Source: an optimization exercise on an open RTL-to-GDS flow (aim: small area, a short achievable clock period and few clock cycles per item). Production flows keep margins and buffers that such runs may drop. At most, simulation tests tie the RTL to the original design; equivalence was not proved. Only the layout flow was run in run 4; the RTL was not checked for function there. Power and IR drop assume default switching activity.

==> config.mk <==
export PLATFORM = sky130hd
export DESIGN_NAME = preemptive_priority_scheduler_top
export DESIGN_NICKNAME = preemptive_priority_scheduler_top
export VERILOG_FILES = /design/flow/design.v
export SDC_FILE = /design/flow/constraint.sdc
export NUM_CORES = 4
export LEC_CHECK = 0
export CAP_MARGIN = 20
export CORE_MARGIN = 2
export CORE_UTILIZATION = 45
export SETUP_SLACK_MARGIN = 2.9
export SLEW_MARGIN = 20
export TNS_END_PERCENT = 10
==> constraint.sdc <==
create_clock -name core_clock -period 6.0 [get_ports {i_clk}]
set_input_delay 1.2000 -clock core_clock [delete_from_list [all_inputs] [get_ports {i_clk}]]
set_output_delay 1.2000 -clock core_clock [all_outputs]
set_load 0.01 [all_outputs]
==> design.v <==
package pps_pkg;
    localparam logic OP_LOAD = 1'b0;
    localparam logic OP_TICK = 1'b1;
    localparam logic [31:0] SAT32 = 32'hFFFF_FFFF;
    function automatic logic [32:0] add32(input logic [31:0] a, input logic [31:0] b,
                                          input logic cin);
        logic [31:0] g, p, gn, pn, t;
        t  = a ^ b;
        g  = a & b;
        p  = t;
        g[0] = g[0] | (t[0] & cin);
        for (int d = 1; d < 32; d = d * 2) begin
            gn = g;
            pn = p;
            for (int i = d; i < 32; i++) begin
                gn[i] = g[i] | (p[i] & g[i-d]);
                pn[i] = p[i] & p[i-d];
            end
            g = gn;
            p = pn;
        end
        add32[0] = t[0] ^ cin;
        for (int i = 1; i < 32; i++) add32[i] = t[i] ^ g[i-1];
        add32[32] = g[31];
    endfunction
    function automatic logic [31:0] sat_add(input logic [31:0] a, input logic [31:0] b);
        logic [32:0] s;
        s = add32(a, b, 1'b0);
        sat_add = s[31:0] | {32{s[32]}};
    endfunction
    function automatic logic ge_u8(input logic [7:0] a, input logic [7:0] b);
        logic r;
        r = 1'b1;
        for (int i = 0; i < 8; i++) r = (a[i] & ~b[i]) | (~(a[i] ^ b[i]) & r);
        ge_u8 = r;
    endfunction
    function automatic logic gt_u8(input logic [7:0] a, input logic [7:0] b);
        logic r;
        r = 1'b0;
        for (int i = 0; i < 8; i++) r = (a[i] & ~b[i]) | (~(a[i] ^ b[i]) & r);
        gt_u8 = r;
    endfunction
    function automatic logic ge_u16(input logic [15:0] a, input logic [15:0] b);
        logic r;
        r = 1'b1;
        for (int i = 0; i < 16; i++) r = (a[i] & ~b[i]) | (~(a[i] ^ b[i]) & r);
        ge_u16 = r;
    endfunction
endpackage
module pps_task_mem (
    input  logic        i_clk,
    input  logic        i_we_load,
    input  logic        i_we_cnt,
    input  logic [15:0] i_arrival,
    input  logic [7:0]  i_prio,
    input  logic [15:0] i_rem,
    input  logic [16:0] i_d,
    output logic [15:0] o_arrival,
    output logic [7:0]  o_prio,
    output logic [15:0] o_rem,
    output logic [16:0] o_d
);
    always_ff @(posedge i_clk) begin
        if (i_we_load) begin
            o_arrival <= i_arrival;
            o_prio    <= i_prio;
        end
        if (i_we_cnt) begin
            o_rem <= i_rem;
            o_d   <= i_d;
        end
    end
endmodule
module preemptive_priority_scheduler_top
#(
    parameter int TASK_SLOTS = 16
) (
    input  logic      i_clk,
    input  logic      i_rst_n,
    input  logic      i_in_valid,
    output logic      o_in_ready,
    input  logic [44:0]  i_in_item,
    output logic         o_out_valid,
    input  logic         i_out_ready,
    output logic [166:0] o_out_item
);
    localparam int N = 16;
    logic        q_valid;
    logic [44:0] q_item;
    logic        in_op;
    logic [3:0]  in_slot;
    logic [15:0] in_arrival;
    logic [15:0] in_burst;
    logic [7:0]  in_prio;
    assign in_op      = q_item[44];
    assign in_slot    = q_item[43:40];
    assign in_arrival = q_item[39:24];
    assign in_burst   = q_item[23:8];
    assign in_prio    = q_item[7:0];
    logic [N-1:0]   r_act;
    logic [N-1:0]   r_arr;
    logic [N-1:0]   r_elig;     
    logic [N-1:0]   r_last;     
    logic [31:0]    r_now;
    logic           r_nsat;     
    logic [15:0]    r_np1;      
    logic [N*N-1:0] r_beats;    
    logic [15:0] row_arrival [0:N-1];
    logic [7:0]  row_prio    [0:N-1];
    logic [15:0] row_rem     [0:N-1];
    logic [16:0] row_d       [0:N-1];
    logic         w_valid;
    logic         w_load;
    logic [N-1:0] w_oh;
    logic [15:0]  w_rem;
    logic [15:0]  w_arr;
    logic         w_sat;
    logic [16:0]  w_d;
    logic [1:0]  f_cnt;
    logic        f_wp, f_rp;
    logic        f_room;
    logic        f_ran     [0:1];
    logic [3:0]  f_slot    [0:1];
    logic        f_fin     [0:1];
    logic        f_allfin  [0:1];
    logic        f_sat     [0:1];
    logic [16:0] f_d       [0:1];
    logic [15:0] f_arrival [0:1];
    logic [31:0] f_c;       
    logic        f_first;   
    logic        b_valid;
    logic        b_ran;
    logic [3:0]  b_slot;
    logic        b_fin;
    logic        b_allfin;
    logic [31:0] b_wait;
    logic [31:0] b_turn;
    logic         o_valid;
    logic         o_first;
    logic [31:0]  o_time;
    logic         o_ran;
    logic [3:0]   o_slot;
    logic         o_fin;
    logic [31:0]  o_wait;
    logic [31:0]  o_turn;
    logic         o_allfin;
    logic [31:0]  o_sum_wait;
    logic [31:0]  o_sum_turn;
    logic q_take, tick_go, load_go;
    assign q_take     = q_valid && ((in_op == pps_pkg::OP_LOAD) || f_room);
    assign tick_go    = q_valid && (in_op == pps_pkg::OP_TICK) && f_room;
    assign load_go    = q_valid && (in_op == pps_pkg::OP_LOAD);
    assign o_in_ready = !q_valid || q_take;
    always_ff @(posedge i_clk) begin
        if (!i_rst_n) begin
            q_valid <= 1'b0;
        end else if (o_in_ready) begin
            q_valid <= i_in_valid;
        end
    end
    always_ff @(posedge i_clk) begin
        if (o_in_ready) q_item <= i_in_item;
    end
    logic [N-1:0] load_sel;
    always_comb begin
        for (int i = 0; i < N; i++) load_sel[i] = load_go && (in_slot == 4'(i));
    end
    logic [N-1:0] win;       
    logic [N-1:0] win_tab;   
    logic [N-1:0] w_pend;
    assign w_pend = w_valid ? w_oh : '0;
    logic [N-1:0] killed;
    always_comb begin
        for (int i = 0; i < N; i++) begin
            killed[i] = 1'b0;
            for (int j = 0; j < N; j++) begin
                if (j > i) killed[i] = killed[i] | (r_elig[j] & !r_beats[i*N+j]);
                if (j < i) killed[i] = killed[i] | (r_elig[j] &  r_beats[j*N+i]);
            end
            win[i]     = r_elig[i] & !killed[i];
            win_tab[i] = r_elig[i] & !w_pend[i] & !killed[i];
        end
    end
    logic        hit_tick, hit_load;
    logic [16:0] d_fwd;
    assign hit_tick = |(win & w_pend) && !w_load;
    assign hit_load = |(win & w_pend) &&  w_load;
    logic [32:0] d_fwd_s;
    assign d_fwd_s  = pps_pkg::add32({15'd0, w_d}, 32'd0, !w_sat);
    assign d_fwd    = d_fwd_s[16:0];
    logic        ran, fin, allfin;
    logic [3:0]  win_slot;
    logic [16:0] sel_d;
    logic [15:0] sel_arrival;
    always_comb begin
        win_slot    = 4'd0;
        sel_d       = (hit_tick ? d_fwd : 17'd0) | (hit_load ? {1'b0, w_arr} : 17'd0);
        sel_arrival = 16'd0;
        for (int i = 0; i < N; i++) begin
            if (win[i]) win_slot = win_slot | 4'(i);
            sel_d       = sel_d       | (row_d[i]       & {17{win_tab[i]}});
            sel_arrival = sel_arrival | (row_arrival[i] & {16{win[i]}});
        end
    end
    assign ran    = |r_elig;
    assign fin    = |(win & r_last);
    assign allfin = ~|(r_act & ~(win & r_last));
    logic         w_rem_is2;
    logic [N-1:0] last_next;
    assign w_rem_is2 = (w_rem == 16'd2);
    always_comb begin
        for (int i = 0; i < N; i++) begin
            if (w_pend[i])
                last_next[i] = w_load ? w_rem_is2 : (row_rem[i] == 16'd3);
            else
                last_next[i] = (row_rem[i] == 16'd2);
        end
    end
    logic        now_sat;
    logic [32:0] now_inc;
    logic [31:0] now_next;
    assign now_sat  = r_nsat;
    assign now_inc  = pps_pkg::add32(r_now, 32'd0, 1'b1);
    assign now_next = now_sat ? r_now : now_inc[31:0];
    always_ff @(posedge i_clk) begin
        if (!i_rst_n) begin
            w_valid <= 1'b0;
        end else begin
            w_valid <= load_go || tick_go;
        end
    end
    always_ff @(posedge i_clk) begin
        w_load <= load_go;
        w_oh   <= load_go ? load_sel : win;
        w_rem  <= (in_burst == 16'd0) ? 16'd1 : in_burst;
        w_arr  <= in_arrival;
        w_sat  <= now_sat;
        w_d    <= sel_d;
    end
    logic [15:0] w_row_rem;
    always_comb begin
        w_row_rem = 16'd0;
        for (int i = 0; i < N; i++) w_row_rem = w_row_rem | (row_rem[i] & {16{w_oh[i]}});
    end
    logic [15:0] bus_rem;
    logic [16:0] bus_d;
    logic [32:0] rem_dec;
    assign rem_dec = pps_pkg::add32({16'd0, w_row_rem}, 32'hFFFF_FFFF, 1'b0);
    assign bus_rem = w_load ? w_rem : rem_dec[15:0];
    assign bus_d   = w_load ? {1'b0, w_arr} : d_fwd;
    genvar g;
    generate
        for (g = 0; g < N; g++) begin : g_row
            pps_task_mem u_row (
                .i_clk     (i_clk),
                .i_we_load (load_sel[g]),
                .i_we_cnt  (w_pend[g]),
                .i_arrival (in_arrival),
                .i_prio    (in_prio),
                .i_rem     (bus_rem),
                .i_d       (bus_d),
                .o_arrival (row_arrival[g]),
                .o_prio    (row_prio[g]),
                .o_rem     (row_rem[g]),
                .o_d       (row_d[g])
            );
        end
    endgenerate
    logic [N-1:0] in_ge, in_gt;
    always_comb begin
        for (int j = 0; j < N; j++) begin
            in_ge[j] = pps_pkg::ge_u8(in_prio, row_prio[j]);
            in_gt[j] = pps_pkg::gt_u8(in_prio, row_prio[j]);
        end
    end
    always_ff @(posedge i_clk) begin
        for (int i = 0; i < N; i++) begin
            for (int j = i + 1; j < N; j++) begin
                if (load_sel[i])      r_beats[i*N+j] <= in_ge[j];
                else if (load_sel[j]) r_beats[i*N+j] <= !in_gt[i];
            end
        end
    end
    logic in_arrived;
    assign in_arrived = (|r_now[31:16]) || pps_pkg::ge_u16(r_now[15:0], in_arrival);
    logic [N-1:0] act_n, arr_n;
    always_comb begin
        act_n = r_act;
        arr_n = r_arr;
        for (int i = 0; i < N; i++) begin
            if (load_sel[i]) begin
                act_n[i] = 1'b1;
                arr_n[i] = in_arrived;
            end else if (tick_go) begin
                if (win[i] && r_last[i]) act_n[i] = 1'b0;
                if (row_arrival[i] == r_np1) arr_n[i] = 1'b1;
            end
        end
    end
    always_ff @(posedge i_clk) begin
        for (int i = 0; i < N; i++) begin
            if (load_sel[i]) begin
                r_last[i] <= (in_burst[15:1] == 15'd0);
            end else if (tick_go && win[i]) begin
                r_last[i] <= last_next[i];
            end
        end
        r_arr <= arr_n;
    end
    always_ff @(posedge i_clk) begin
        if (!i_rst_n) begin
            r_act  <= '0;
            r_elig <= '0;
            r_now  <= 32'd0;
            r_nsat <= 1'b0;
            r_np1  <= 16'd1;
        end else begin
            r_act  <= act_n;
            r_elig <= act_n & arr_n;
            if (tick_go) begin
                r_now  <= now_next;
                r_nsat <= r_nsat || (&r_now[31:1]);
                r_np1  <= r_np1 + 16'd1;
            end
        end
    end
    logic b_move, o_move, f_pop;
    assign o_move = !o_valid || i_out_ready;
    assign b_move = !b_valid || o_move;
    assign f_pop  = (f_cnt != 2'd0) && b_move;
    logic [1:0] f_cnt_n;
    assign f_cnt_n = f_cnt + {1'b0, tick_go} - {1'b0, f_pop};
    always_ff @(posedge i_clk) begin
        if (!i_rst_n) begin
            f_cnt  <= 2'd0;
            f_wp   <= 1'b0;
            f_rp   <= 1'b0;
            f_room  <= 1'b1;
            f_first <= 1'b1;
        end else begin
            f_cnt  <= f_cnt_n;
            f_room <= (f_cnt_n != 2'd2);
            if (tick_go) f_wp <= !f_wp;
            if (f_pop) begin
                f_rp    <= !f_rp;
                f_first <= 1'b0;
            end
        end
    end
    logic [31:0] c_eff;
    logic [32:0] c_inc;
    assign c_eff = f_first ? 32'd1 : f_c;
    assign c_inc = pps_pkg::add32(c_eff, 32'd0, 1'b1);
    always_ff @(posedge i_clk) begin
        if (f_pop) f_c <= f_sat[f_rp] ? 32'd0 : c_inc[31:0];
    end
    always_ff @(posedge i_clk) begin
        for (int e = 0; e < 2; e++) begin
            if (tick_go && (f_wp == e[0])) begin
                f_ran[e]     <= ran;
                f_slot[e]    <= win_slot;
                f_fin[e]     <= fin;
                f_allfin[e]  <= allfin;
                f_sat[e]     <= now_sat;
                f_d[e]       <= sel_d;
                f_arrival[e] <= sel_arrival;
            end
        end
    end
    logic        h_ran, h_fin, h_allfin, h_sat;
    logic [3:0]  h_slot;
    logic [16:0] h_d;
    logic [15:0] h_arrival;
    assign h_ran     = f_ran[f_rp];
    assign h_slot    = f_slot[f_rp];
    assign h_fin     = f_fin[f_rp];
    assign h_allfin  = f_allfin[f_rp];
    assign h_sat     = f_sat[f_rp];
    assign h_d       = f_d[f_rp];
    assign h_arrival = f_arrival[f_rp];
    logic [32:0] wait_s;
    logic [32:0] turn_s;
    logic [31:0] wait_v;
    logic [31:0] turn_v;
    assign wait_s = pps_pkg::add32(c_eff, {15'h7FFF, ~h_d}, 1'b0);
    assign turn_s = pps_pkg::add32(c_eff, {16'hFFFF, ~h_arrival}, 1'b1);
    assign wait_v = wait_s[31:0];
    assign turn_v = (h_sat && (h_arrival == 16'd0)) ? pps_pkg::SAT32 : turn_s[31:0];
    always_ff @(posedge i_clk) begin
        if (!i_rst_n) begin
            b_valid <= 1'b0;
        end else if (b_move) begin
            b_valid <= f_pop;
        end
    end
    always_ff @(posedge i_clk) begin
        if (f_pop) begin
            b_ran    <= h_ran;
            b_slot   <= h_slot;
            b_fin    <= h_fin;
            b_allfin <= h_allfin;
            b_wait   <= h_ran ? wait_v : 32'd0;
            b_turn   <= h_fin ? turn_v : 32'd0;
        end
    end
    logic o_load;
    assign o_load = o_move && b_valid;
    always_ff @(posedge i_clk) begin
        if (!i_rst_n) begin
            o_valid <= 1'b0;
            o_first <= 1'b1;
        end else begin
            if (o_move) o_valid <= b_valid;
            if (o_load) o_first <= 1'b0;
        end
    end
    always_ff @(posedge i_clk) begin
        if (o_load) begin
            o_sum_wait <= pps_pkg::sat_add(o_first ? 32'd0 : o_sum_wait, b_fin ? b_wait : 32'd0);
            o_sum_turn <= pps_pkg::sat_add(o_first ? 32'd0 : o_sum_turn, b_turn);
        end
    end
    always_ff @(posedge i_clk) begin
        if (o_load) begin
            o_time   <= o_first ? 32'd0 : pps_pkg::sat_add(o_time, 32'd1);
            o_ran    <= b_ran;
            o_slot   <= b_slot;
            o_fin    <= b_fin;
            o_wait   <= b_wait;
            o_turn   <= b_turn;
            o_allfin <= b_allfin;
        end
    end
    assign o_out_valid = o_valid;
    assign o_out_item  = {o_time, o_ran, o_slot, o_fin, o_wait, o_turn, o_allfin,
                          o_sum_wait, o_sum_turn};
endmodule
==> run.sh <==
#!/bin/bash
# synth_recipe.tcl (not shown) runs the flow's synth.tcl, then flattens the netlist and writes it again
# the make line also repeats each setting of config.mk as NAME=value (left out here)
make -C /OpenROAD-flow-scripts/flow DESIGN_CONFIG=/design/flow/config.mk WORK_HOME=/design/flow/orfs CLKGATE_MAP_FILE= SYNTH_SCRIPT=/design/flow/synth_recipe.tcl finish
==> results.cfg, run 1 <==
[run_status]
status = complete, no violations

[logic_synthesis]
synth_xor_area_frac = 0.05506
synthAdderAreaFrac = 0.04006
synth_area_leaders = edfxtp_1 (58%), dfxtp_1 (4.7%), xnor2_1 (4.4%)
yosys-top-cells-count = edfxtp_1 (1445), nand2_1 (504), xnor2_1 (379)
async_flop_share = 0
synth_cells = 5960
yosys_warnings = 20
syn_avg_cell_area_um2 = 12.54
synth_mux_area_frac = 0.007447
syn-cell-area_mm2 = 0.07476
ys_seq_elements = 1620
synth_compound_area_frac = 0.1227
synth_edf_count = 1445
synth_area_leader_cell = edfxtp_1
synthSimpleGateAreaFrac = 0.1153
synth_top_family_by_area = compound AO/OA/AOI/OAI gates
synth-main-ff-cell = edfxtp_1
yosys.area.top_type_share = 0.5804
synth.most_common_cell = edfxtp_1
synth_fp_nets = 6246
yosysSeqAreaShare = 0.6272
synthDistinctLibCells = 101

[final_layout]
seq_area_mm2 = 0.04693
area_delta_synth_final_pct = 17.44
fin_nets = 6612
diodes = 0
drive_above_1_share = 0.1261
multiInputGateArea_mm2 = 0.02649
fin_area_mm2 = 0.08780
fill_cells = 13877

[setup_path]
cp-startpoint = r_elig[15]$_SDFF_PN0_
cp_data_arrival_time_ns = 3.89
path_cells = inv_2, o21ai_0, a221oi_1, and4_1, buf_4, nand2_1, a22o_1, a221oi_1, nand3_1, nor2_1
slowest_stage = buf_4
startpoint_type = register
critPathTopFamily = compound AO/OA/AOI/OAI gates
path_common_cell = a221oi_1
crit_type = register to register
required_ns = 6.61
worst-path-buf-inv = 2
crit_fanout = 24
max_stage_delay_ns = 0.45
endpoint_kind = register
r2r-start = r_elig[15]$_SDFF_PN0_

[placed_design]
place_congestion = 0.9870
placed_area_mm2 = 0.07970
io_buffers = 217
hpwl_um = 156400

[clock_tree]
numCtsBuffers = 172
clk_latency_ns = 0.84
cts.clk_slew.worst_paths_ns = 0.06
h-tree-depth = 4
cts-root-buf = clkbuf_16
max-clock-path-buffers = 3
cts_tree = yes
cts_hold_buf = 0
clock-sinks = 1620

[timing]
period_needed_ns = 3.287
clock.fmax_mhz = 304.2
hold_viol = 0
slew_headroom = 0.1924
fin_worst_skew_ns = 0.06935
finalSetupTns_ns = 0
setup_violations = 0
worst_slew_pin_slew_ns = 1.211
grt_setup_unrepaired = yes
fin_crit_sh = 0.5478
slew_viol_final = 0

[power_and_ir_drop]
vdd_drop_max_v = 0.0003136
p_per_area_mw_per_mm2 = 356.6
p_leak_nw = 31.33

[route]
postRouteAntennaNets = 0
vias = 52538
wl_per_cell_um = 27.67
drc_errors = 0
finalWirelength_um = 239400
drtIter0Drc = 6222
viasPerCell = 6.071
first_pass_iters = 6

[die]
die_area_mm2 = 0.1694
initial_core_util = 0.4531
ios = 218
core_area_mm2 = 0.1650
die_y_um = 411.6
die_w_um = 411.6
rows = 149

[global_routing]
overflow = 0
antenna_found_initial = 5
grt_pass1_vias = 51594
grt_util_all_layers = 0.2777
grt_max_degree = 167
grt_pass1_wl_um = 346200

[min_path]
hp-class = register to register
hp-start = q_item[17]$_DFFE_PP_

[job]
maxCapViolations = 0
-- state kept, by name, summed over array words and instances, names as in the netlist, 17 cells and up --
| signal | cells |
|---|---|
| g_row.u_row.o_d | 272 |
| g_row.u_row.o_arrival | 256 |
| g_row.u_row.o_rem | 256 |
| g_row.u_row.o_prio | 128 |
| r_beats | 120 |
| q_item | 45 |
| f_d | 34 |
| b_turn | 32 |
| b_wait | 32 |
| f_arrival | 32 |
| f_c | 32 |
| o_sum_turn | 32 |
| o_sum_wait | 32 |
| o_time | 32 |
| o_turn | 32 |
| o_wait | 32 |
| r_now | 32 |
| w_d | 17 |
-- cell type report --
| type | instances | share of cell area |
|---|---|---|
| clock buffer | 227 | 0.05333 |
| clock inverter | 86 | 0.01214 |
| inverter | 266 | 0.01169 |
| multi-input combinational | 3761 | 0.3018 |
| sequential | 1620 | 0.5345 |
| tap | 2189 | 0.03120 |
| timing repair buffer | 505 | 0.05535 |
-- worst register-to-register path: stages, from the launching register on --
cell and delay [ns]:
dfxtp_2 0.38, inv_2 0.21, o21ai_0 0.19, a221oi_1 0.39
and4_1 0.25, buf_4 0.45, nand2_1 0.21, a22o_1 0.27
a221oi_1 0.23, nand3_1 0.17, nor2_1 0.32
-- cell families after synthesis --
| group | Yosys count |
|---|---|
| xor gates and xnor gates | 470 |
| adders and majority gates | 237 |
| muxes | 54 |
| DFF | 1620 |
| and+or+nand+nor | 1647 |
| buffers and inverters | 580 |
| AOI/OAI and AO/OA | 1352 |
-- path summary, 6_finish.rpt --
path,to,slack [ns],depth (start not counted)
setup / recovery,f_allfin[1]$_DFFE_PP_,2.71,10
hold / removal,w_rem[9]$_SDFF_PN0_,0.36,0
setup reg to reg,f_allfin[1]$_DFFE_PP_,2.71,10
hold reg to reg,w_rem[9]$_SDFF_PN0_,0.36,0
-- cell usage in the layout, fill, tap and decap left out, drive strengths merged, types with 42 or more instances in the layout --
cell / instances
edfxtp: 1445
nand2: 504
xnor2: 379
o21ai: 335
buf: 283
a22oi: 274
inv: 248
ha: 233
clkbuf: 229
nor2: 217
clkdlybuf4s50: 215
a21oi: 200
nand4: 187
dfxtp: 175
nor2b: 116
and2: 110
nand3: 106
nor4: 103
a21o: 99
xor2: 91
a221oi: 84
clkinv: 84
nand2b: 82
a22o: 78
nor3: 52
and3: 51
o21a: 51
mux2i: 44
a31oi: 42
-- routing by layer --
metal / wire length, um / vias up / track usage
met2: 112700 / 2696 / 0.4522
met4: 10230 / 2 / 0.1125
met3: 20650 / 568 / 0.04712
li1: - / 23160 / -
met1: 95820 / 26112 / 0.3692
met5: 14 / - / 0
-- stage by stage --
stage | utilization | total power, mW | setup WS [ns] | std cells | hold slack [ns]
after floorplan | - | 17.76 | 1.738 | 5960 | 0.4003
after global placement | 0.4829 | 19.85 | 1.646 | 8214 | 0.3567
after detailed placement | 0.4831 | 19.92 | 1.572 | 8215 | 0.3584
after CTS | 0.5298 | 31.41 | 2.639 | 8638 | 0.3655
after global routing | 0.5321 | 32.54 | 2.542 | 8654 | 0.3753
final | 0.5321 | 31.31 | 2.713 | 8654 | 0.3627
-- report_power, final --
part,total [mW],switching [mW],leakage (nW),internal (mW)
Combinational,6.18,3.44,13.9,2.74
Sequential,14.4,0.729,14.7,13.7
Clock,10.7,4.64,2.77,6.08
Total,31.3,8.81,31.3,22.5
-- repair_timing --
action	CTS	global route
cloned	9	0
pin swaps	45	8
setup buffers	101	16
gates resized for setup	204	70
setup endpoints to repair	710	580
Testbench counts, summed over its fixed seeds: cycles 12,832, items 8,334.
==> inputs of run 2 (changes only) <==
--- a/config.mk
+++ b/config.mk
@@ -8,6 +8,6 @@
 export CAP_MARGIN = 20
 export CORE_MARGIN = 2
 export CORE_UTILIZATION = 45
-export SETUP_SLACK_MARGIN = 2.9
+export SETUP_SLACK_MARGIN = 2.7
 export SLEW_MARGIN = 20
 export TNS_END_PERCENT = 10
==> run 2 against run 1 <==
  * Worst hold slack lost 0.0012 ns
  * Sequential power about the same
  * Sequential share of layout area is 0.70 points higher
  * Combinational power shrank 7.4%
  * Die area unchanged
  * Synthesized cell count stayed put
  * Clock-buffer cell count stayed put
  * Via count down 0.93%
  * First-iteration DRC count shrank 1.8%
  * Synthesized area is the same
==> results.cfg, run 2 <==
[run_status]
status = complete, no violations

[placed_design]
place_congestion = 0.9870
io_buffers = 217
pre_cts_ws_ns = 1.572
hpwl_um = 156400
placed_area_mm2 = 0.07970

[logic_synthesis]
async_flop_share = 0
synth_area_leaders = edfxtp_1 (58%), dfxtp_1 (4.7%), xnor2_1 (4.4%)
yosys-top-cells-count = edfxtp_1 (1445), nand2_1 (504), xnor2_1 (379)
ys_seq_elements = 1620
synthDistinctLibCells = 101
synth_compound_area_frac = 0.1227
synth_cells = 5960
synth.most_common_cell = edfxtp_1
synth_top_family_by_area = compound AO/OA/AOI/OAI gates
synthSimpleGateAreaFrac = 0.1153
synth_mux_area_frac = 0.007447
synth_xor_area_frac = 0.05506
synth_edf_count = 1445
syn_avg_cell_area_um2 = 12.54
yosys_warnings = 20
synth_fp_nets = 6246
syn-cell-area_mm2 = 0.07476
synth-main-ff-cell = edfxtp_1
yosysSeqAreaShare = 0.6272
synth_area_leader_cell = edfxtp_1
synthAdderAreaFrac = 0.04006
yosys.area.top_type_share = 0.5804

[die]
die_w_um = 411.6
die_y_um = 411.6
initial_core_util = 0.4531
core_area_mm2 = 0.1650
rows = 149
ios = 218
die_area_mm2 = 0.1694

[clock_tree]
cts.clk_slew.worst_paths_ns = 0.06
cts_hold_buf = 0
clk_latency_ns = 0.85
cts_tree = yes
max-clock-path-buffers = 3
cts-root-buf = clkbuf_16
clock-sinks = 1620
numCtsBuffers = 172
h-tree-depth = 4

[timing]
worst_slew_pin_slew_ns = 1.156
grt_setup_unrepaired = yes
setup_slack_ns = 2.649
hold_viol = 0
slew_viol_final = 0
setup_violations = 0
fin_crit_sh = 0.5584
finalSetupTns_ns = 0
fin_worst_skew_ns = 0.07092
clock.fmax_mhz = 298.5
period_needed_ns = 3.351
slew_headroom = 0.2228
hold_ws_ns = 0.3614

[setup_path]
crit_type = register to register
required_ns = 6.62
cp_data_arrival_time_ns = 3.97
endpoint_kind = register
worst-r2r-setup-slack_ns = 2.65
startpoint_type = register
reg2reg_depth = 9
crit_fanout = 23

[power_and_ir_drop]
vdd_drop_max_v = 0.0003172
p_per_area_mw_per_mm2 = 356.0
p_leak_nw = 30.83

[route]
postRouteAntennaNets = 0
first_pass_iters = 6
vias = 52052
finalWirelength_um = 237200
drc_errors = 0
viasPerCell = 6.063
wl_per_cell_um = 27.63
drtIter0Drc = 6108

[final_layout]
final_common_cell = edfxtp_1
fin_nets = 6541
drive_above_1_share = 0.1057
utilization = 0.5252
regMostFlops = g_row.u_row.o_d
largest_register_ff_count = 272
fin_area_mm2 = 0.08666
area_delta_synth_final_pct = 15.91
top_regs = g_row.u_row.o_d (272), g_row.u_row.o_arrival (256), g_row.u_row.o_rem (256)
mostFrequentLayoutCells = edfxtp_1 (1445), nand2_1 (503), xnor2_1 (376)

[global_routing]
grt_max_degree = 167
antenna_found_initial = 6
overflow = 0
grt_pass1_vias = 50947
grt_pass1_wl_um = 342800
grt_util_all_layers = 0.2749

[min_path]
hp-class = register to register
min_path_cells = 0

[job]
maxCapViolations = 0
[run 2: cell count changes in the layout (fill, tap and decap cells not counted), moves of 7 or more]
cell	change
nand2_2	-16
ha_1	+14
ha_4	-8
nand2_1	+16
nor2b_4	-7
o21ai_0	+12
buf_6	-9
buf_4	-53
[run 2: critical path, stage by stage, from the launching register on]
cell      delay [ns]
dfxtp_2         0.48
a22o_1          0.26
a221oi_1        0.38
nand4_1         0.40
nor3_4          0.27
buf_4           0.44
nand2_1         0.20
a22oi_1         0.23
nand3_1         0.15
nor2_1          0.30
[run 2: cells by family (layout without fill, tap and decap cells)]
group	count (synthesis)	count (layout)
xor+xnor	470	470
flops	1620	1620
fa+ha+maj	237	237
simple gates	1647	1647
mux	54	54
other cells	0	2
buf+inv	580	1013
compound gates	1352	1353
[run 2: layout make-up]
class	count	area, um^2
clock buffers	227	4682
repair buffers	434	4126
fillers	14017	78330
multi-input cells	3761	26100
well taps	2189	2739
inverters	266	1012
flip-flops and latches	1620	46930
clock inverters	86	1066
diodes	2	5.005
[run 2: what timing repair did]
action                     4_1_cts  5_1_grt
resized for setup               45       98
cloned                           3        1
setup buffers                   37       12
pin swaps                       10       16
setup endpoints to repair      517      452
[run 2: metal layers]
metal,vias to the layer above,track usage,wire (um)
met5,-,0,17
met4,2,0.1055,9393
met3,532,0.04792,21040
met2,2785,0.4466,111900
met1,25732,0.3678,94830
li1,23001,-,-
[run 2: path summary, 6_finish.rpt]
check / from / to
worst min-delay path: q_item[17]$_DFFE_PP_ / w_rem[9]$_SDFF_PN0_
worst max register to register: r_elig[1]$_SDFF_PN0_ / f_allfin[0]$_DFFE_PP_
worst max-delay path: r_elig[1]$_SDFF_PN0_ / f_allfin[0]$_DFFE_PP_
worst min register to register: q_item[17]$_DFFE_PP_ / w_rem[9]$_SDFF_PN0_
[run 2: through the flow]
| stage | power [mW] | std cells |
|---|---|---|
| after floorplan | 17.76 | 5960 |
| after global routing | 32.10 | 8583 |
| after global placement | 19.85 | 8214 |
| final | 30.85 | 8585 |
| after detailed placement | 19.92 | 8215 |
| after CTS | 30.85 | 8568 |
[run 2: power by group]
group	total, mW	internal, mW	switching [mW]
Sequential	14.4	13.7	0.729
Clock	10.7	6.08	4.64
Combinational	5.72	2.44	3.28
Total	30.9	22.2	8.65
==> inputs of run 3 (changes only) <==
==> flow/run.sh (new file) <==
#!/bin/bash
# Standard layout, with the port buffers made of plain buffers (buf_2, which
# the resizer may upsize) instead of the default delay-buffer cell.
set -e
export BUFFER_PORTS_ARGS="-buffer_cell sky130_fd_sc_hd__buf_2"
bash standard.sh > standard.log 2>&1
==> standard.sh (new file) <==
#!/bin/bash
# synth_recipe.tcl (not shown) runs the flow's synth.tcl, then flattens the netlist and writes it again
# the make line also repeats each setting of config.mk as NAME=value (left out here)
make -C /OpenROAD-flow-scripts/flow DESIGN_CONFIG=/design/flow/config.mk WORK_HOME=/design/flow/orfs CLKGATE_MAP_FILE= SYNTH_SCRIPT=/design/flow/synth_recipe.tcl "${@:-finish}"
--- a/config.mk
+++ b/config.mk
@@ -8,6 +8,6 @@
 export CAP_MARGIN = 20
 export CORE_MARGIN = 2
 export CORE_UTILIZATION = 45
-export SETUP_SLACK_MARGIN = 2.7
+export SETUP_SLACK_MARGIN = 3.3
 export SLEW_MARGIN = 20
 export TNS_END_PERCENT = 10
removed: run.sh
==> run 3 against run 2 <==
  * Still clean on timing, DRC and antenna
  * Flip-flop and latch count unchanged
  * Register-to-register slack improved by 0.02 ns
  * Combinational power increased by 6.3%
  * Sequential share of layout area decreased by 1.5 points
  * Synthesized cell count unchanged
  * Critical path depth decreased by 1
  * Clock skew decreased by 0.040 ns
  * Worst hold slack improved by 0.0082 ns
  * Wire length increased by 3.7%
  * Power increased by 1.9%
  * Final cell count increased by 2.9%
  * Critical endpoint is now f_arrival[1][7]$_DFFE_PP_
  * Largest cell class unchanged
  * Highest routed layer unchanged
==> results.cfg, run 3 <==
[logic_synthesis]
yosys.area.top_type_share = 0.5804
syn_avg_cell_area_um2 = 12.54
ys_seq_elements = 1620
synth_area_leaders = edfxtp_1 (58%), dfxtp_1 (4.7%), xnor2_1 (4.4%)
synth.most_common_cell = edfxtp_1
synth_fp_nets = 6246
syn-cell-area_mm2 = 0.07476
synthDistinctLibCells = 101
synth_area_leader_cell = edfxtp_1
synth_edf_count = 1445
yosys_warnings = 20
synth-main-ff-cell = edfxtp_1
yosysSeqAreaShare = 0.6272
yosys-top-cells-count = edfxtp_1 (1445), nand2_1 (504), xnor2_1 (379)
synth_cells = 5960
async_flop_share = 0

[route]
drtIter0Drc = 6178
finalWirelength_um = 246000
postRouteAntennaNets = 0
first_pass_iters = 6
drc_errors = 0
viasPerCell = 6.058
vias = 53541
wl_per_cell_um = 27.84

[setup_path]
path_cells = clkinv_4, o2111ai_1, nor4_4, buf_4, a22o_1, a221oi_1, and3_1, nand4_1
cp-startpoint = r_elig[13]$_SDFF_PN0_
endpoint_kind = register
worst-path-buf-inv = 2
crit_fanout = 10
required_ns = 6.42
cp_data_arrival_time_ns = 3.75
crit_type = register to register
r2r-start = r_elig[13]$_SDFF_PN0_
critPathTopFamily = compound AO/OA/AOI/OAI gates
slowest_stage = a221oi_1
max_stage_delay_ns = 0.59
startpoint_type = register
worst-r2r-setup-slack_ns = 2.67

[global_routing]
grt_max_degree = 169
use_met1 = 0.3698
overflow = 0
grt_util_all_layers = 0.2820
antenna_found_initial = 9
use_met2 = 0.4607
met3_usage = 0.05010
busiest_layer = met2
grt_pass1_wl_um = 351100
grt_pass1_vias = 52537

[timing]
setup_violations = 0
grt_setup_unrepaired = yes
fin_crit_sh = 0.5546
period_needed_ns = 3.328
setup_slack_ns = 2.672
worst_slew_pin_slew_ns = 1.100
finalSetupTns_ns = 0
hold_viol = 0
slew_headroom = 0.2600
slew_viol_final = 0
fin_worst_skew_ns = 0.03100
clock.fmax_mhz = 300.5

[job]
maxCapViolations = 0

[placed_design]
place_congestion = 0.9800
hpwl_um = 157400
io_buffers = 217
pre_cts_ws_ns = 1.828

[clock_tree]
numCtsBuffers = 173
clk_latency_ns = 0.83
cts_tree = yes
clock-sinks = 1620
cts.clk_slew.worst_paths_ns = 0.07
cts-root-buf = clkbuf_16
cts_hold_buf = 0
max-clock-path-buffers = 3
h-tree-depth = 4

[final_layout]
regMostFlops = g_row.u_row.o_d
final_common_cell = edfxtp_1
fin_nets = 6778
multiInputGateArea_mm2 = 0.02704
utilization = 0.5404
area_delta_synth_final_pct = 19.26
seq_area_mm2 = 0.04697
drive_above_1_share = 0.1977
largest_register_ff_count = 272
mostFrequentLayoutCells = edfxtp_1 (1445), nand2_1 (484), xnor2_1 (376)
fill_cells = 13817
top_regs = g_row.u_row.o_d (272), g_row.u_row.o_arrival (256), g_row.u_row.o_rem (256)

[power_and_ir_drop]
p_leak_nw = 32.46
report.power.total_mw = 31.43
vdd_drop_max_v = 0.0003112
p_per_area_mw_per_mm2 = 352.5

[die]
die_w_um = 411.6
initial_core_util = 0.4531
rows = 149
die_y_um = 411.6
die_area_mm2 = 0.1694
core_area_mm2 = 0.1650
ios = 218

[run_status]
status = complete, no violations

[min_path]
hp-class = register to register
hp-start = q_item[18]$_DFFE_PP_
## run 3: cell counts after synthesis
No cell type changed its count.
## run 3: area by class of cell
type                       count  share of cell area
sequential                  1620              0.5268
multi-input combinational   3762              0.3032
timing repair buffer         669             0.06183
clock buffer                 223             0.05244
tap                         2189             0.03072
clock inverter               105             0.01280
inverter                     266             0.01204
antenna                        4           0.0001123
## run 3: report_power, final
part           leakage [nW]  total (mW)  switching [mW]  internal [mW]
Sequential             14.7        14.4           0.697           13.7
Clock                  2.82        11.0            4.72           6.26
Combinational          15.0        6.08            3.54           2.54
Total                  32.5        31.4            8.95           22.5
## run 3: path summary, 6_finish.rpt
path | cells past startpoint | to
setup / recovery | 8 | f_arrival[1][7]$_DFFE_PP_
hold / removal | 0 | w_rem[10]$_SDFF_PN0_
setup reg to reg | 8 | f_arrival[1][7]$_DFFE_PP_
hold reg to reg | 0 | w_rem[10]$_SDFF_PN0_
## run 3: what timing repair did
item | in CTS | in global routing
gates cloned | 12 | 7
setup buffers | 191 | 87
gates resized for setup | 363 | 150
pin swaps | 100 | 70
endpoints found under the setup margin | 1111 | 986
## run 3: layer usage
| layer | wire length [um] | vias to the layer above | part of all wire |
|---|---|---|---|
| li1 | - | 23517 | - |
| met1 | 96540 | 26558 | 0.39 |
| met2 | 115700 | 2848 | 0.47 |
| met3 | 22370 | 610 | 0.091 |
| met4 | 11400 | 8 | 0.046 |
| met5 | 51 | - | 0.00021 |
## run 3: per-stage QoR
stage / instances / cell area, um^2 / hold WS [ns]
3_3_place_gp: 8208 / 78560 / 0.3567
5_1_grt: 8834 / 89150 / 0.3860
6_report: 8838 / 89160 / 0.3696
4_1_cts: 8739 / 87660 / 0.3706
2_1_floorplan: 5960 / 74800 / 0.4003
3_5_place_dp: 8208 / 78560 / 0.3565
## run 3: kinds of logic (layout without fill, tap and decap cells)
family,after synthesis,in the layout,share of synthesized area
XOR/XNOR,470,470,0.05506
buffers and inverters,580,1263,0.03222
flip-flops,1620,1620,0.6272
multiplexers,54,54,0.007447
AND/OR/NAND/NOR,1647,1647,0.1153
other,0,4,0
AO/OA/AOI/OAI,1352,1354,0.1227
adder cells (fa/ha/maj),237,237,0.04007
==> inputs of run 4 (changes only) <==
--- a/design.v
+++ b/design.v
@@ -28,23 +28,44 @@
         s = add32(a, b, 1'b0);
         sat_add = s[31:0] | {32{s[32]}};
     endfunction
+    function automatic logic [1:0] cmp_u8(input logic [7:0] a, input logic [7:0] b);
+        logic [7:0] g, e;
+        g = a & ~b;
+        e = ~(a ^ b);
+        for (int w = 8; w > 1; w = w / 2) begin
+            for (int k = 0; k < w / 2; k++) begin
+                g[k] = g[2*k+1] | (e[2*k+1] & g[2*k]);
+                e[k] = e[2*k+1] & e[2*k];
+            end
+        end
+        cmp_u8 = {g[0], e[0]};
+    endfunction
+    function automatic logic [1:0] cmp_u16(input logic [15:0] a, input logic [15:0] b);
+        logic [15:0] g, e;
+        g = a & ~b;
+        e = ~(a ^ b);
+        for (int w = 16; w > 1; w = w / 2) begin
+            for (int k = 0; k < w / 2; k++) begin
+                g[k] = g[2*k+1] | (e[2*k+1] & g[2*k]);
+                e[k] = e[2*k+1] & e[2*k];
+            end
+        end
+        cmp_u16 = {g[0], e[0]};
+    endfunction
     function automatic logic ge_u8(input logic [7:0] a, input logic [7:0] b);
-        logic r;
-        r = 1'b1;
-        for (int i = 0; i < 8; i++) r = (a[i] & ~b[i]) | (~(a[i] ^ b[i]) & r);
-        ge_u8 = r;
+        logic [1:0] c;
+        c = cmp_u8(a, b);
+        ge_u8 = c[1] | c[0];
     endfunction
     function automatic logic gt_u8(input logic [7:0] a, input logic [7:0] b);
-        logic r;
-        r = 1'b0;
-        for (int i = 0; i < 8; i++) r = (a[i] & ~b[i]) | (~(a[i] ^ b[i]) & r);
-        gt_u8 = r;
+        logic [1:0] c;
+        c = cmp_u8(a, b);
+        gt_u8 = c[1];
     endfunction
     function automatic logic ge_u16(input logic [15:0] a, input logic [15:0] b);
-        logic r;
-        r = 1'b1;
-        for (int i = 0; i < 16; i++) r = (a[i] & ~b[i]) | (~(a[i] ^ b[i]) & r);
-        ge_u16 = r;
+        logic [1:0] c;
+        c = cmp_u16(a, b);
+        ge_u16 = c[1] | c[0];
     endfunction
 endpackage
 module pps_task_mem (
@@ -103,7 +124,6 @@
     logic [N-1:0]   r_last;     
     logic [31:0]    r_now;
     logic           r_nsat;     
-    logic [15:0]    r_np1;      
     logic [N*N-1:0] r_beats;    
     logic [15:0] row_arrival [0:N-1];
     logic [7:0]  row_prio    [0:N-1];
@@ -293,7 +313,7 @@
                 arr_n[i] = in_arrived;
             end else if (tick_go) begin
                 if (win[i] && r_last[i]) act_n[i] = 1'b0;
-                if (row_arrival[i] == r_np1) arr_n[i] = 1'b1;
+                if (row_arrival[i] == now_inc[15:0]) arr_n[i] = 1'b1;
             end
         end
     end
@@ -313,14 +333,12 @@
             r_elig <= '0;
             r_now  <= 32'd0;
             r_nsat <= 1'b0;
-            r_np1  <= 16'd1;
         end else begin
             r_act  <= act_n;
             r_elig <= act_n & arr_n;
             if (tick_go) begin
                 r_now  <= now_next;
                 r_nsat <= r_nsat || (&r_now[31:1]);
-                r_np1  <= r_np1 + 16'd1;
             end
         end
     end
==> run.sh (new file) <==
#!/bin/bash
# synth_recipe.tcl (not shown) runs the flow's synth.tcl, then flattens the netlist and writes it again
# the make line also repeats each setting of config.mk as NAME=value (left out here)
make -C /OpenROAD-flow-scripts/flow DESIGN_CONFIG=/design/flow/config.mk WORK_HOME=/design/flow/orfs CLKGATE_MAP_FILE= SYNTH_SCRIPT=/design/flow/synth_recipe.tcl finish
removed: flow/run.sh
removed: standard.sh
==> run 4 against run 3 <==
  * Clock power about the same
  * Synthesized area down 1.8%
  * Flip-flop and latch count down 16
  * Final area up 1.6%
  * Clock skew up 0.0022 ns
  * Combinational power up 12%
==> results.cfg, run 4 <==
[clock_tree]
clock-sinks = 1604
cts.clk_slew.worst_paths_ns = 0.06
clk_latency_ns = 0.83
numCtsBuffers = 171
cts_tree = yes
max-clock-path-buffers = 3
cts-root-buf = clkbuf_16
h-tree-depth = 4

[placed_design]
placed_area_mm2 = 0.07848
hpwl_um = 150700
io_buffers = 217
pre_cts_ws_ns = 1.445
place_congestion = 0.9638

[setup_path]
endpoint_kind = register
crit_fanout = 4
reg2reg_depth = 15
required_ns = 6.54
cp_data_arrival_time_ns = 4.00
crit_type = register to register
startpoint_type = register

[route]
drc_errors = 0
first_pass_iters = 6
vias = 52562
finalWirelength_um = 240100
postRouteAntennaNets = 0
drtIter0Drc = 6041
viasPerCell = 6.053
wl_per_cell_um = 27.65

[timing]
fin_crit_sh = 0.5767
setup_violations = 0
hold_ws_ns = 0.3601
worst_slew_pin_slew_ns = 1.258
clock.fmax_mhz = 289.0
slew_viol_final = 0
hold_viol = 0
slew_headroom = 0.1536
finalSetupTns_ns = 0
fin_worst_skew_ns = 0.03315
setup_slack_ns = 2.540
period_needed_ns = 3.460
grt_setup_unrepaired = yes

[final_layout]
fin_nets = 6663
top_regs = g_row.u_row.o_d (272), g_row.u_row.o_arrival (256), g_row.u_row.o_rem (256)
mostFrequentLayoutCells = edfxtp_1 (1445), nand2_1 (400), buf_4 (354)
final_common_cell = edfxtp_1
fin_area_mm2 = 0.09060
area_delta_synth_final_pct = 23.37
regMostFlops = g_row.u_row.o_d
largest_register_ff_count = 272
drive_above_1_share = 0.1929

[min_path]
min_path_cells = 0
hp-class = register to register

[die]
core_area_mm2 = 0.1624
initial_core_util = 0.4522
rows = 148
ios = 218
die_y_um = 408.0
die_area_mm2 = 0.1664
die_w_um = 408.0

[logic_synthesis]
ys_seq_elements = 1604
syn_avg_cell_area_um2 = 12.69
synth.most_common_cell = edfxtp_1
async_flop_share = 0
yosysSeqAreaShare = 0.6342
synth_edf_count = 1445
synth_area_leaders = edfxtp_1 (59%), dfxtp_1 (4.3%), ha_1 (4.2%)
yosys_warnings = 20
syn-cell-area_mm2 = 0.07343
synth_cells = 5788
yosys-top-cells-count = edfxtp_1 (1445), nand2_1 (440), o21ai_0 (324)
yosys.area.top_type_share = 0.5909
synth_fp_nets = 6089
synth-main-ff-cell = edfxtp_1
synth_area_leader_cell = edfxtp_1
synthDistinctLibCells = 90

[power_and_ir_drop]
p_leak_nw = 33.05
vdd_drop_max_v = 0.0002897
p_per_area_mw_per_mm2 = 353.6

[global_routing]
grt_pass1_vias = 51377
grt_pass1_wl_um = 345000
antenna_found_initial = 6
grt_max_degree = 134
grt_util_all_layers = 0.2789
overflow = 0

[run_status]
status = complete, no violations

[job]
maxCapViolations = 0
run 4: cell families (layout without fill, tap and decap cells):
kind of cell	count (synthesis)	count (layout)	share of synthesized area
buf+inv	578	1293	0.03086
other cells	0	1	0
simple gates	1533	1535	0.1071
flops	1604	1604	0.6342
compound gates	1312	1314	0.1221
fa+ha+maj	252	252	0.04335
mux	47	47	0.006526
xor+xnor	462	462	0.05582
run 4: power by group:
part	switching, mW	leakage [nW]	internal [mW]
Combinational	3.71	15.8	3.11
Sequential	0.741	14.5	13.5
Clock	4.58	2.80	6.34
run 4: path summary, 6_finish.rpt:
check	start	to	slack (ns)
min reg2reg	q_item[13]$_DFFE_PP_	w_rem[5]$_SDFF_PN0_	0.36
max	b_fin$_DFFE_PP_	o_sum_wait[31]$_DFFE_PP_	2.54
max reg2reg	b_fin$_DFFE_PP_	o_sum_wait[31]$_DFFE_PP_	2.54
min	q_item[13]$_DFFE_PP_	w_rem[5]$_SDFF_PN0_	0.36
run 4: layout make-up:
type                    instances  area (um^2)
diodes                          1        2.502
clock buffers                 230         4723
clock inverters                88         1049
fillers                     13365        71800
inverters                     274         1090
multi-input cells            3610        27420
flip-flops and latches       1604        46650
well taps                    2175         2721
repair buffers                700         6935
repair inverters                1        7.507
run 4: stage by stage:
step           total power [mW]    util  instances
2_1_floorplan             17.55       -       5788
3_3_place_gp              19.62  0.4831       8028
3_5_place_dp              19.70  0.4833       8030
4_1_cts                   31.58  0.5462       8570
5_1_grt                   33.21  0.5578       8682
6_report                  32.03  0.5579       8683
run 4: routing by layer:
layer	vias to the layer above	track usage	routed length [um]
met3	592	0.05078	21630
met4	10	0.1057	9869
li1	23034	-	-
met1	26132	0.3735	96240
met2	2794	0.4523	112300
met5	-	0	77
run 4: critical path: stages, from the launching register on:
cell,delay [ns]
edfxtp_1,0.42
buf_6,0.15
buf_4,0.13
buf_4,0.13
and2_4,0.13
ha_4,0.27
o21ai_2,0.06
o21bai_1,0.23
o2111ai_2,0.23
a2111oi_4,0.48
o21ai_2,0.14
a31o_4,0.26
a21oi_2,0.17
o21a_1,0.18
o21ai_2,0.07
mux2i_1,0.15
run 4: timing repair:
item,in CTS,in global routing
setup buffers,206,104
hold buffers,0,0
setup endpoints to repair,1381,1066
gates resized for setup,550,204
gates cloned,16,7
pin swaps,156,82

## afterwards: timing with drivers on the ports
Ports are ideal in the flow. The routed layouts listed here were re-timed in OpenROAD. Step 1: set_driving_cell puts a clkbuf_16 on i_clk and a buf_2 on each other input, an assumption about the parent block. Step 2 adds t to the input delays and takes it off the output delays; t is the mean of the earliest and latest rising clock arrival at the registers after step 1. Input paths then give back, and output paths get back, about the clock's delay inside the block. a / b / c = ideal ports / drivers / drivers and shift; a / b = the first two.
run | t (ns) | slack for setup (ns) | hold WS [ns] | latest minus earliest clock arrival (ns) | worst register clock-pin slew, ns
run 1 | 0.891 | 2.713 / 2.710 / 2.706 | 0.363 / 0.363 / 0.363 | 0.069 / 0.069 | 0.07 / 0.07
run 2 | 0.897 | 2.649 / 2.614 / 2.649 | 0.361 / 0.361 / 0.361 | 0.071 / 0.071 | 0.07 / 0.07
run 3 | 0.898 | 2.672 / 2.672 / 2.672 | 0.370 / 0.370 / 0.370 | 0.034 / 0.034 | 0.07 / 0.07
run 4 | 0.899 | 2.540 / 2.540 / 2.189 | 0.360 / 0.360 / 0.360 | 0.038 / 0.038 | 0.07 / 0.07
After both steps every run listed still meets setup and hold. For run 4, which loses most, drivers alone change the setup slack by 0.000 ns; drivers and shift together by -0.351 ns.
